Background: an optimization exercise with open tools, aiming at small area and a short achievable clock period. Do not read the settings as production practice. RTL that was checked went through simulation tests only; none was proved equivalent to the original.

==> inputs of run a <==
==> flow/design.v <==
module regfile_mp #(
    parameter int XLEN  = 32,
    parameter int NREGS = 32,
    parameter int NRD   = 2,
    parameter int NWR   = 2
) (
    input  logic                             clk,
    input  logic                             rst,
    input  logic [NRD*$clog2(NREGS)-1:0]     raddr,
    output logic [NRD*XLEN-1:0]              rdata,
    output logic [NRD-1:0]                   rbusy,
    input  logic [NWR-1:0]                   wen,
    input  logic [NWR*$clog2(NREGS)-1:0]     waddr,
    input  logic [NWR*XLEN-1:0]              wdata,
    input  logic                             alloc_en,
    input  logic [$clog2(NREGS)-1:0]         alloc_addr,
    output logic [$clog2(NREGS):0]           busy_cnt
);
    localparam int AW = $clog2(NREGS);
    localparam int CW = AW + 1;
    logic [AW-1:0]   wa0, wa1;
    logic [XLEN-1:0] wd0, wd1;
    assign wa0 = waddr[AW-1:0];
    assign wa1 = waddr[2*AW-1:AW];
    assign wd0 = wdata[XLEN-1:0];
    assign wd1 = wdata[2*XLEN-1:XLEN];
    logic [NREGS-1:0] w0h, w1h, w0only, whit, alh;
    always_comb begin
        for (int i = 0; i < NREGS; i++) begin
            w0h[i] = (i != 0) && wen[0] && (wa0 == AW'(i));
            w1h[i] = (i != 0) && wen[1] && (wa1 == AW'(i));
            alh[i] = (i != 0) && alloc_en && (alloc_addr == AW'(i));
        end
        w0only = w0h & ~w1h;
        whit   = w0h | w1h;
    end
    logic [NREGS-1:0][XLEN-1:0] rf;
    logic [NREGS-1:0]           vld;
    logic [NREGS-1:0]           busy;
    logic [CW-1:0]              cnt;
    always_ff @(posedge clk) begin
        for (int i = 1; i < NREGS; i++) begin
            rf[i] <= ({XLEN{w1h[i]}} & wd1) | ({XLEN{w0only[i]}} & wd0) |
                     ({XLEN{~whit[i]}} & rf[i]);
        end
    end
    assign rf[0] = '0;
    always_ff @(posedge clk or posedge rst) begin
        if (rst) begin
            vld[NREGS-1:1]  <= '0;
            busy[NREGS-1:1] <= '0;
            cnt             <= '0;
        end else begin
            vld[NREGS-1:1]  <= vld[NREGS-1:1] | whit[NREGS-1:1];
            busy[NREGS-1:1] <= alh[NREGS-1:1] | (busy[NREGS-1:1] & ~whit[NREGS-1:1]);
            cnt             <= cnt + CW'(inc) - CW'(dec0) - CW'(dec1);
        end
    end
    assign vld[0]  = 1'b0;
    assign busy[0] = 1'b0;
    logic inc, dec0, dec1;
    assign inc  = |(alh & ~busy);
    assign dec0 = |(busy & w0h & ~alh);
    assign dec1 = |(busy & w1h & ~w0h & ~alh);
    assign busy_cnt = cnt;
    genvar gi;
    generate
        for (gi = 0; gi < NRD; gi++) begin : g_rd
            logic [AW-1:0]    ra;
            logic [NREGS-1:0] rh;
            logic [XLEN-1:0]  tree;
            logic             vr, br, f0, f1, fa, nz;
            assign ra = raddr[gi*AW +: AW];
            always_comb begin
                for (int i = 0; i < NREGS; i++) rh[i] = (ra == AW'(i));
                tree = '0;
                for (int i = 1; i < NREGS; i++) tree = tree | ({XLEN{rh[i]}} & rf[i]);
            end
            assign vr = |(rh & vld);
            assign br = |(rh & busy);
            assign nz = (ra != '0);
            assign f1 = wen[1] && (wa1 == ra) && nz && !rst;
            assign f0 = wen[0] && (wa0 == ra) && nz && !rst && !f1;
            assign fa = alloc_en && (alloc_addr == ra);
            assign rdata[gi*XLEN +: XLEN] = ({XLEN{f1}} & wd1) | ({XLEN{f0}} & wd0) |
                                            ({XLEN{vr & ~f0 & ~f1}} & tree);
            assign rbusy[gi] = (f0 | f1) ? fa : br;
        end
    endgenerate
endmodule
==> flow/run.sh <==
#!/bin/bash
# synth_recipe.tcl (not shown) runs the flow's synth.tcl, then flattens the netlist and writes it again
# the make line also repeats each setting of config.mk as NAME=value (left out here)
make -C /OpenROAD-flow-scripts/flow DESIGN_CONFIG=/design/flow/config.mk WORK_HOME=/design/flow/orfs CLKGATE_MAP_FILE= SYNTH_SCRIPT=/design/flow/synth_recipe.tcl finish
==> flow/config.mk <==
export PLATFORM = sky130hd
export DESIGN_NAME = regfile_mp
export DESIGN_NICKNAME = regfile_mp
export VERILOG_FILES = /design/flow/design.v
export SDC_FILE = /design/flow/constraint.sdc
export NUM_CORES = 4
export LEC_CHECK = 0
export CAP_MARGIN = 20
export CORE_MARGIN = 2
export CORE_UTILIZATION = 25
export PLACE_DENSITY = 0.35
export SLEW_MARGIN = 20
==> flow/constraint.sdc <==
create_clock -name core_clock -period 8.0 [get_ports {clk}]
set_input_delay 1.6000 -clock core_clock [delete_from_list [all_inputs] [get_ports {clk}]]
set_output_delay 1.6000 -clock core_clock [all_outputs]
set_load 0.01 [all_outputs]
==> inputs of run b, as changes to run a <==
==> flow/design.v (replaced) <==
module regfile_mp #(
    parameter int XLEN  = 32,
    parameter int NREGS = 32,
    parameter int NRD   = 2,
    parameter int NWR   = 2
) (
    input  logic                             clk,
    input  logic                             rst,
    input  logic [NRD*$clog2(NREGS)-1:0]     raddr,
    output logic [NRD*XLEN-1:0]              rdata,
    output logic [NRD-1:0]                   rbusy,
    input  logic [NWR-1:0]                   wen,
    input  logic [NWR*$clog2(NREGS)-1:0]     waddr,
    input  logic [NWR*XLEN-1:0]              wdata,
    input  logic                             alloc_en,
    input  logic [$clog2(NREGS)-1:0]         alloc_addr,
    output logic [$clog2(NREGS):0]           busy_cnt
);
    localparam int AW = $clog2(NREGS);
    localparam int CW = AW + 1;
    localparam int NR = NREGS - 1;    
    logic [AW-1:0]   wa0, wa1;
    logic [XLEN-1:0] wd0, wd1;
    assign wa0 = waddr[AW-1:0];
    assign wa1 = waddr[2*AW-1:AW];
    assign wd0 = wdata[XLEN-1:0];
    assign wd1 = wdata[2*XLEN-1:XLEN];
    logic [NR-1:0] w0h, w1h, w0only, whit, alh;
    always_comb begin
        for (int i = 0; i < NR; i++) begin
            w0h[i] = wen[0] && (wa0 == AW'(i + 1));
            w1h[i] = wen[1] && (wa1 == AW'(i + 1));
            alh[i] = alloc_en && (alloc_addr == AW'(i + 1));
        end
        w0only = w0h & ~w1h;
        whit   = w0h | w1h;
    end
    logic [NR-1:0][XLEN-1:0] rf;
    logic [NR-1:0][XLEN-1:0] rf_next;
    logic [NR-1:0]           vld;
    logic [NR-1:0]           busy;
    logic [CW-1:0]           cnt;
    logic                    inc, dec0, dec1;
    genvar gr, gb;
    generate
        for (gr = 0; gr < NR; gr++) begin : g_wr
            for (gb = 0; gb < XLEN; gb++) begin : g_wb
                rf_ao222 u_nx (
                    .a1(w1h[gr]), .a2(wd1[gb]), .b1(w0only[gr]), .b2(wd0[gb]),
                    .c1(~whit[gr]), .c2(rf[gr][gb]), .y(rf_next[gr][gb])
                );
            end
        end
    endgenerate
    always_ff @(posedge clk) begin
        rf <= rf_next;
    end
    always_ff @(posedge clk or posedge rst) begin
        if (rst) begin
            vld  <= '0;
            busy <= '0;
            cnt  <= '0;
        end else begin
            vld  <= vld | whit;
            busy <= alh | (busy & ~whit);
            cnt  <= cnt + CW'(inc) - CW'(dec0) - CW'(dec1);
        end
    end
    assign inc  = |(alh & ~busy);
    assign dec0 = |(busy & w0h & ~alh);
    assign dec1 = |(busy & w1h & ~w0h & ~alh);
    assign busy_cnt = cnt;
    logic [NR-1:0] ren;    
    logic [NR-1:0] rbv;    
    assign ren = vld & ~whit;
    assign rbv = (whit & alh & {NR{~rst}}) | (~whit & busy);
    genvar gi;
    generate
        for (gi = 0; gi < NRD; gi++) begin : g_rd
            logic [AW-1:0] ra;
            logic [NR-1:0] rh, sel;
            logic          f0, f1;
            assign ra = raddr[gi*AW +: AW];
            always_comb begin
                for (int i = 0; i < NR; i++) rh[i] = (ra == AW'(i + 1));
            end
            assign sel = rh & ren;
            assign f1  = ~rst & |(rh & w1h);
            assign f0  = ~rst & |(rh & w0only);
            for (gb = 0; gb < XLEN; gb++) begin : g_rb
                logic [NR+1:0] s, d;
                always_comb begin
                    for (int i = 0; i < NR; i++) begin
                        s[i] = sel[i];
                        d[i] = rf[i][gb];
                    end
                    s[NR]   = f1;
                    d[NR]   = wd1[gb];
                    s[NR+1] = f0;
                    d[NR+1] = wd0[gb];
                end
                rf_aoN #(.N(NR + 2)) u_rd (.s(s), .d(d), .y(rdata[gi*XLEN + gb]));
            end
            assign rbusy[gi] = |(rh & rbv);
        end
    endgenerate
endmodule
module rf_ao222 (
    input  logic a1, a2, b1, b2, c1, c2,
    output logic y
);
    assign y = (a1 & a2) | (b1 & b2) | (c1 & c2);
endmodule
module rf_aoi222 (
    input  logic a1, a2, b1, b2, c1, c2,
    output logic y
);
    assign y = ~((a1 & a2) | (b1 & b2) | (c1 & c2));
endmodule
module rf_aoN #(
    parameter int N = 33
) (
    input  logic [N-1:0] s,
    input  logic [N-1:0] d,
    output logic         y
);
    localparam int NG = N / 3;
    logic [NG-1:0] g_n;
    logic          rest;
    genvar gk;
    generate
        for (gk = 0; gk < NG; gk++) begin : g_grp
            rf_aoi222 u_g (
                .a1(s[3*gk]), .a2(d[3*gk]), .b1(s[3*gk+1]), .b2(d[3*gk+1]),
                .c1(s[3*gk+2]), .c2(d[3*gk+2]), .y(g_n[gk])
            );
        end
    endgenerate
    always_comb begin
        rest = 1'b0;
        for (int k = 3 * NG; k < N; k++) rest = rest | (s[k] & d[k]);
    end
    assign y = ~(&g_n) | rest;
endmodule
==> flow/flow/run.sh (new file) <==
#!/bin/bash
set -e
export BUFFER_PORTS_ARGS="-buffer_cell sky130_fd_sc_hd__buf_2"
export CTS_ARGS="-sink_clustering_enable -repair_clock_nets -dont_use_dummy_load -buf_list {sky130_fd_sc_hd__clkbuf_4 sky130_fd_sc_hd__clkbuf_8} -sink_clustering_size 24 -sink_clustering_max_diameter 80"
bash standard.sh > standard.log 2>&1
==> flow/standard.sh (new file) <==
#!/bin/bash
# synth_recipe.tcl (not shown) runs the flow's synth.tcl, then flattens the netlist and writes it again
# the make line also repeats each setting of config.mk as NAME=value (left out here)
make -C /OpenROAD-flow-scripts/flow DESIGN_CONFIG=/design/flow/config.mk WORK_HOME=/design/flow/orfs CLKGATE_MAP_FILE= SYNTH_SCRIPT=/design/flow/synth_recipe.tcl "${@:-finish}"
Settings changed: CORE_UTILIZATION 25 to 60, PLACE_DENSITY 0.35 to 0.7, SETUP_SLACK_MARGIN set to 3.3, SYNTH_HIERARCHICAL set to 1.
removed: flow/run.sh
==> qor summary <==
quantity                                                                            run a                      run b
Number of warnings printed during yosys synthesis                                       4                          8
Synthesized-area fraction occupied by ao, oa, aoi and oai cells                     24.4%                      37.7%
Standard-cell rows                                                                    178                        104
Post-cts repair resize count                                                            0                        338
Most frequently used cell type in the post-synthesis netlist     sky130_fd_sc_hd__mux2i_1  sky130_fd_sc_hd__a222oi_1
Sequential cell area fraction in the yosys report                                   36.6%                      44.0%
Synth top area share                                                                33.7%                      40.5%
Cell total after placement                                                          10100                       6337
Post-synth design cell area                                                    0.0589 mm²                 0.0490 mm²
Adder-cell share of the synthesized area                                           0.195%                     0.235%
Synthesized-area fraction occupied by and/or/nand/nor cells                         15.2%                      8.82%
Post-Synthesis Net Count                                                             7358                       5041
Die X                                                                              489 µm                     290 µm
Result of the run                                                timing/DRC/antenna clean  aborted with a tool error
Failing step                                                                            -                    5_1_grt
Synthesized area per cell                                                        8.12 µm²                   9.92 µm²
Placement-stage cell area                                                      0.0652 mm²                 0.0540 mm²
Total CTS buffers                                                                     143                         55
Initial standard-cell utilization of the core                                       25.1%                      60.7%
Detail Placement HPWL                                                           253000 µm                  178000 µm
For run b, only the layout was checked, not whether the RTL still works.

[afterwards: timing with drivers on the ports]
No port has a modelled driver above. Below, the same layout with a new extraction and two added sets of constraints. Step 1 assumes that a clkbuf_16 drives the clock port and a buf_2 every other input. Step 2 adds t to the input delays and takes it off the output delays; t is the mean of the earliest and latest rising clock arrival at the registers after step 1. Input paths then give back, and output paths get back, about the clock's delay inside the block. a / b / c = ideal / step 1 / step 2; a / b = the first two.
run: run a
t (ns): 0.929
slack for setup (ns): 0.290 / 0.099 / 0.099
worst register clock-pin slew, ns: 0.06 / 0.06
cell pins on the clock port's net: 1
After both steps run a still meets setup and hold. For run a, drivers alone change the setup slack by -0.191 ns; drivers and shift together by -0.191 ns.
